Context: an optimization exercise on an open-source flow, tuned for small area and few clock cycles. The choices shown serve that exercise and are no tape-out recipe. Function was checked by simulation only, so behaviour that the tests miss may differ from the original.

Setup of P:
==> flow/design.v <==
module cache_2way #(
  parameter int SET_W = 2,
  parameter int CNT_W = 16
) (
  input  logic             clk,
  input  logic             proc_reset,
  input  logic             proc_read,
  input  logic             proc_write,
  input  logic [29:0]      proc_addr,
  input  logic [31:0]      proc_wdata,
  output logic             proc_stall,
  output logic [31:0]      proc_rdata,
  output logic             mem_read,
  output logic             mem_write,
  output logic [27:0]      mem_addr,
  output logic [127:0]     mem_wdata,
  input  logic [127:0]     mem_rdata,
  input  logic             mem_ready,
  output logic [CNT_W-1:0] hit_cnt,
  output logic [CNT_W-1:0] miss_cnt
);
  localparam int TAG_W = 28 - SET_W;
  localparam int SETS  = 1 << SET_W;
  logic [SETS-1:0]  valid_q [2];
  logic [SETS-1:0]  dirty_q [2];
  logic [TAG_W-1:0] tag_q   [2][SETS];
  logic [127:0]     data_q  [2][SETS];
  logic [SETS-1:0]  lru_q;
  logic             missed_q;    
  logic [SET_W-1:0] set_idx;
  logic [SETS-1:0]  set_oh;
  logic [TAG_W-1:0] tag_in;
  logic [1:0]       word;
  logic [3:0]       word_oh;
  logic             req;
  logic [TAG_W-1:0] tag0, tag1, victim_tag;
  logic             hit0, hit1, hit, hit_way;
  logic             victim, victim_dirty, miss, fill, done;
  logic             sel_way;
  logic [2*SETS-1:0] line_oh;
  logic [127:0]     sel_line;
  assign set_idx = proc_addr[SET_W+1:2];
  assign tag_in  = proc_addr[29:SET_W+2];
  assign word    = proc_addr[1:0];
  assign req     = proc_read | proc_write;
  always_comb begin
    for (int s = 0; s < SETS; s++) set_oh[s] = (set_idx == s[SET_W-1:0]);
    for (int k = 0; k < 4; k++)    word_oh[k] = (word == k[1:0]);
  end
  logic [SETS*TAG_W-1:0] tags0, tags1;
  always_comb
    for (int s = 0; s < SETS; s++) begin
      tags0[s*TAG_W +: TAG_W] = tag_q[0][s];
      tags1[s*TAG_W +: TAG_W] = tag_q[1][s];
    end
  ao_sel #(.N(SETS), .W(TAG_W)) u_tag0 (.d(tags0), .sel(set_oh), .q(tag0));
  ao_sel #(.N(SETS), .W(TAG_W)) u_tag1 (.d(tags1), .sel(set_oh), .q(tag1));
  assign hit0    = valid_q[0][set_idx] && (tag0 == tag_in);
  assign hit1    = valid_q[1][set_idx] && (tag1 == tag_in);
  assign hit     = req && (hit0 || hit1);
  assign hit_way = ~hit0;
  always_comb begin
    victim = lru_q[set_idx];
    if (!valid_q[0][set_idx])
      victim = 1'b0;
    else if (!valid_q[1][set_idx])
      victim = 1'b1;
  end
  assign victim_dirty = dirty_q[victim][set_idx];
  assign victim_tag   = victim ? tag1 : tag0;
  assign miss         = req && !hit;
  assign mem_write = miss && victim_dirty;
  assign mem_read  = miss && !victim_dirty;
  assign mem_addr  = victim_dirty ? {victim_tag, set_idx} : proc_addr[29:2];
  assign fill       = mem_read && mem_ready;
  assign done       = hit || fill;
  assign proc_stall = req && !done;
  logic fwd;
  assign sel_way = hit ? hit_way : victim;
  assign fwd     = !hit && !victim_dirty;
  always_comb
    for (int w = 0; w < 2; w++)
      for (int s = 0; s < SETS; s++)
        line_oh[w*SETS+s] = set_oh[s] && (sel_way == w[0]) && !fwd;
  logic [(2*SETS+1)*128-1:0] lines;
  always_comb begin
    for (int w = 0; w < 2; w++)
      for (int s = 0; s < SETS; s++)
        lines[(w*SETS+s)*128 +: 128] = data_q[w][s];
    lines[2*SETS*128 +: 128] = mem_rdata;
  end
  logic [8:0]   lsel;
  logic [127:0] ln_a, ln_b, ln_c;
  assign lsel = {fwd, line_oh};
  aoi_sel #(.N(3), .W(128)) u_line_a (.d(lines[0*128 +: 3*128]), .sel(lsel[2:0]), .q(ln_a));
  aoi_sel #(.N(3), .W(128)) u_line_b (.d(lines[3*128 +: 3*128]), .sel(lsel[5:3]), .q(ln_b));
  aoi_sel #(.N(3), .W(128)) u_line_c (.d(lines[6*128 +: 3*128]), .sel(lsel[8:6]), .q(ln_c));
  nand3_v #(.W(128)) u_line (.a(ln_a), .b(ln_b), .c(ln_c), .q(sel_line));
  assign mem_wdata = sel_line;
  ao_sel #(.N(4), .W(32)) u_rdata (.d(sel_line), .sel(word_oh), .q(proc_rdata));
  logic [3:0]   wsel;    
  logic [127:0] wdat;
  always_comb
    for (int k = 0; k < 4; k++)
      wsel[k] = proc_write && word_oh[k];
  for (genvar k = 0; k < 4; k++) begin : g_wd
    ao_sel2 #(.W(32)) u_wd (.a(proc_wdata), .b(mem_rdata[k*32 +: 32]), .sa(wsel[k]), .sb(!wsel[k]),
                            .q(wdat[k*32 +: 32]));
  end
  logic [127:0]     data_d [2][SETS];
  logic [TAG_W-1:0] tag_d  [2][SETS];
  logic             tag_en [2][SETS];
  logic [3:0]       data_en [2][SETS];
  always_comb
    for (int w = 0; w < 2; w++)
      for (int s = 0; s < SETS; s++) begin
        tag_en[w][s] = fill && victim == w[0] && set_oh[s];
        for (int k = 0; k < 4; k++)
          data_en[w][s][k] = set_oh[s] &&
                             ((fill && victim == w[0]) || (hit && wsel[k] && hit_way == w[0]));
      end
  for (genvar w = 0; w < 2; w++) begin : g_way
    for (genvar s = 0; s < SETS; s++) begin : g_set
      ao_sel2 #(.W(TAG_W)) u_tag (.a(tag_in), .b(tag_q[w][s]), .sa(tag_en[w][s]),
                                  .sb(!tag_en[w][s]), .q(tag_d[w][s]));
      for (genvar k = 0; k < 4; k++) begin : g_word
        ao_sel2 #(.W(32)) u_data (.a(wdat[k*32 +: 32]), .b(data_q[w][s][k*32 +: 32]),
                                  .sa(data_en[w][s][k]), .sb(!data_en[w][s][k]),
                                  .q(data_d[w][s][k*32 +: 32]));
      end
    end
  end
  always_ff @(posedge clk)
    for (int w = 0; w < 2; w++)
      for (int s = 0; s < SETS; s++) begin
        tag_q[w][s]  <= tag_d[w][s];
        data_q[w][s] <= data_d[w][s];
      end
  always_ff @(posedge clk or posedge proc_reset) begin
    if (proc_reset) begin
      valid_q[0] <= '0;
      valid_q[1] <= '0;
      dirty_q[0] <= '0;
      dirty_q[1] <= '0;
      lru_q      <= '0;
      missed_q   <= 1'b0;
      hit_cnt    <= '0;
      miss_cnt   <= '0;
    end else begin
      if (done) begin
        missed_q <= 1'b0;
        if (hit_cnt != '1)
          hit_cnt <= hit_cnt + 1'b1;
      end else if (miss && !missed_q) begin
        missed_q <= 1'b1;
        if (miss_cnt != '1)
          miss_cnt <= miss_cnt + 1'b1;
      end
      if (hit) begin
        lru_q[set_idx] <= ~hit_way;
        if (proc_write)
          dirty_q[hit_way][set_idx] <= 1'b1;
      end
      if (mem_write && mem_ready)
        dirty_q[victim][set_idx] <= 1'b0;
      if (fill) begin
        valid_q[victim][set_idx] <= 1'b1;
        dirty_q[victim][set_idx] <= proc_write;
        lru_q[set_idx]           <= ~victim;
      end
    end
  end
endmodule
module ao_sel #(
  parameter int N = 2,
  parameter int W = 1
) (
  input  logic [N*W-1:0] d,
  input  logic [N-1:0]   sel,
  output logic [W-1:0]   q
);
  always_comb begin
    q = '0;
    for (int i = 0; i < N; i++)
      q = q | (d[i*W +: W] & {W{sel[i]}});
  end
endmodule
module aoi_sel #(
  parameter int N = 2,
  parameter int W = 1
) (
  input  logic [N*W-1:0] d,
  input  logic [N-1:0]   sel,
  output logic [W-1:0]   q
);
  logic [W-1:0] o;
  always_comb begin
    o = '0;
    for (int i = 0; i < N; i++)
      o = o | (d[i*W +: W] & {W{sel[i]}});
  end
  assign q = ~o;
endmodule
module nand3_v #(
  parameter int W = 1
) (
  input  logic [W-1:0] a,
  input  logic [W-1:0] b,
  input  logic [W-1:0] c,
  output logic [W-1:0] q
);
  assign q = ~(a & b & c);
endmodule
module ao_sel2 #(
  parameter int W = 1
) (
  input  logic [W-1:0] a,
  input  logic [W-1:0] b,
  input  logic         sa,
  input  logic         sb,
  output logic [W-1:0] q
);
  assign q = (a & {W{sa}}) | (b & {W{sb}});
endmodule
clock: 12.0 ns
lec_check: 0
cap_margin: 5
core_margin: 2
core_utilization: 65
cts_buf_list: sky130_fd_sc_hd__clkbuf_16
cts_cluster_diameter: 100
cts_cluster_size: 24
slew_margin: 5
synth_hierarchical: 1
standard.sh (not shown) runs the stock make flow with config.mk's settings and CLKGATE_MAP_FILE= SYNTH_SCRIPT=/design/flow/synth_recipe.tcl, a recipe that flattens the netlist after the stock synthesis.
==> flow/flow/run.sh <==
#!/bin/bash
# The standard layout, with plain buf_1 cells as the port buffers instead of the
# delay buffers buffer_ports picks by default.
set -euo pipefail
export BUFFER_PORTS_ARGS="-buffer_cell sky130_fd_sc_hd__buf_1"
bash standard.sh finish > standard.log 2>&1
Testbench counts of P, summed over its fixed seeds: cycles 72,443.
Changes in Q relative to P:
--- a/flow/design.v
+++ b/flow/design.v
@@ -34,5 +34,5 @@
   logic [3:0]       word_oh;
   logic             req;
-  logic [TAG_W-1:0] tag0, tag1, victim_tag;
+  logic [TAG_W-1:0] tag0, tag1;
   logic             hit0, hit1, hit, hit_way;
   logic             victim, victim_dirty, miss, fill, done;
@@ -68,9 +68,11 @@
   end
   assign victim_dirty = dirty_q[victim][set_idx];
-  assign victim_tag   = victim ? tag1 : tag0;
   assign miss         = req && !hit;
   assign mem_write = miss && victim_dirty;
   assign mem_read  = miss && !victim_dirty;
-  assign mem_addr  = victim_dirty ? {victim_tag, set_idx} : proc_addr[29:2];
+  logic [2:0] at_sel;
+  assign at_sel = {!victim_dirty, victim_dirty && victim, victim_dirty && !victim};
+  ao_sel #(.N(3), .W(TAG_W)) u_atag (.d({tag_in, tag1, tag0}), .sel(at_sel), .q(mem_addr[27:SET_W]));
+  assign mem_addr[SET_W-1:0] = set_idx;
   assign fill       = mem_read && mem_ready;
   assign done       = hit || fill;
## What came out
- Compared Q against P; die area within noise.
- In terms of core utilization, Q and P differ only marginally.
- Reported for Q and P, count of final hold-check violations turned out identical to the last digit.
- [compare] base=P new=Q: routing usage on met1 went up by 0.85 points, area added between synthesis and finish was more or less identical, share of synthesized cell area in and, or, nand and nor gates went down by 0.64 points.
- Changes observed in Q relative to P: critical path depth dropped 2, number of non-clock buffers dropped 1.3%.
- The slowest cell on the critical path comes out sky130_fd_sc_hd__buf_4 in one run and sky130_fd_sc_hd__and2_4 in the other, namely in Q and P respectively.
- Between P and Q, the flow reports synthesized cell count decreasing slightly.
Testbench counts of Q, summed over its fixed seeds: cycles 72,443.

separate check: timing with driven ports:
The results above use ideal ports. As a check the final layouts listed here were re-extracted and re-timed, cells and wires unchanged. Step 1 sets driving cells, clkbuf_16 on the clock port and buf_2 on the other inputs (assumed; they add their load-dependent delay and slew). Step 2 times the ports against the registers' clock, not the clock port: input delays grow and output delays shrink by t, the midpoint of the rising clock arrivals with the driver on. Three values: ideal ports, drivers, drivers and shift; two values: the first two.
run	shift t [ns]	slack for setup (ns)	clock arrival spread, ns	worst register clock-pin slew, ns	cell pins on the clock port's net
P	0.766	0.968 / 0.944 / 0.944	0.049 / 0.049	0.10 / 0.10	1
Q	0.750	0.694 / 0.668 / 0.668	0.033 / 0.033	0.10 / 0.10	1
After both steps every run listed still meets setup and hold. The setup slack of Q, which loses most, moves by -0.026 ns with the drivers and by -0.026 ns with both steps.
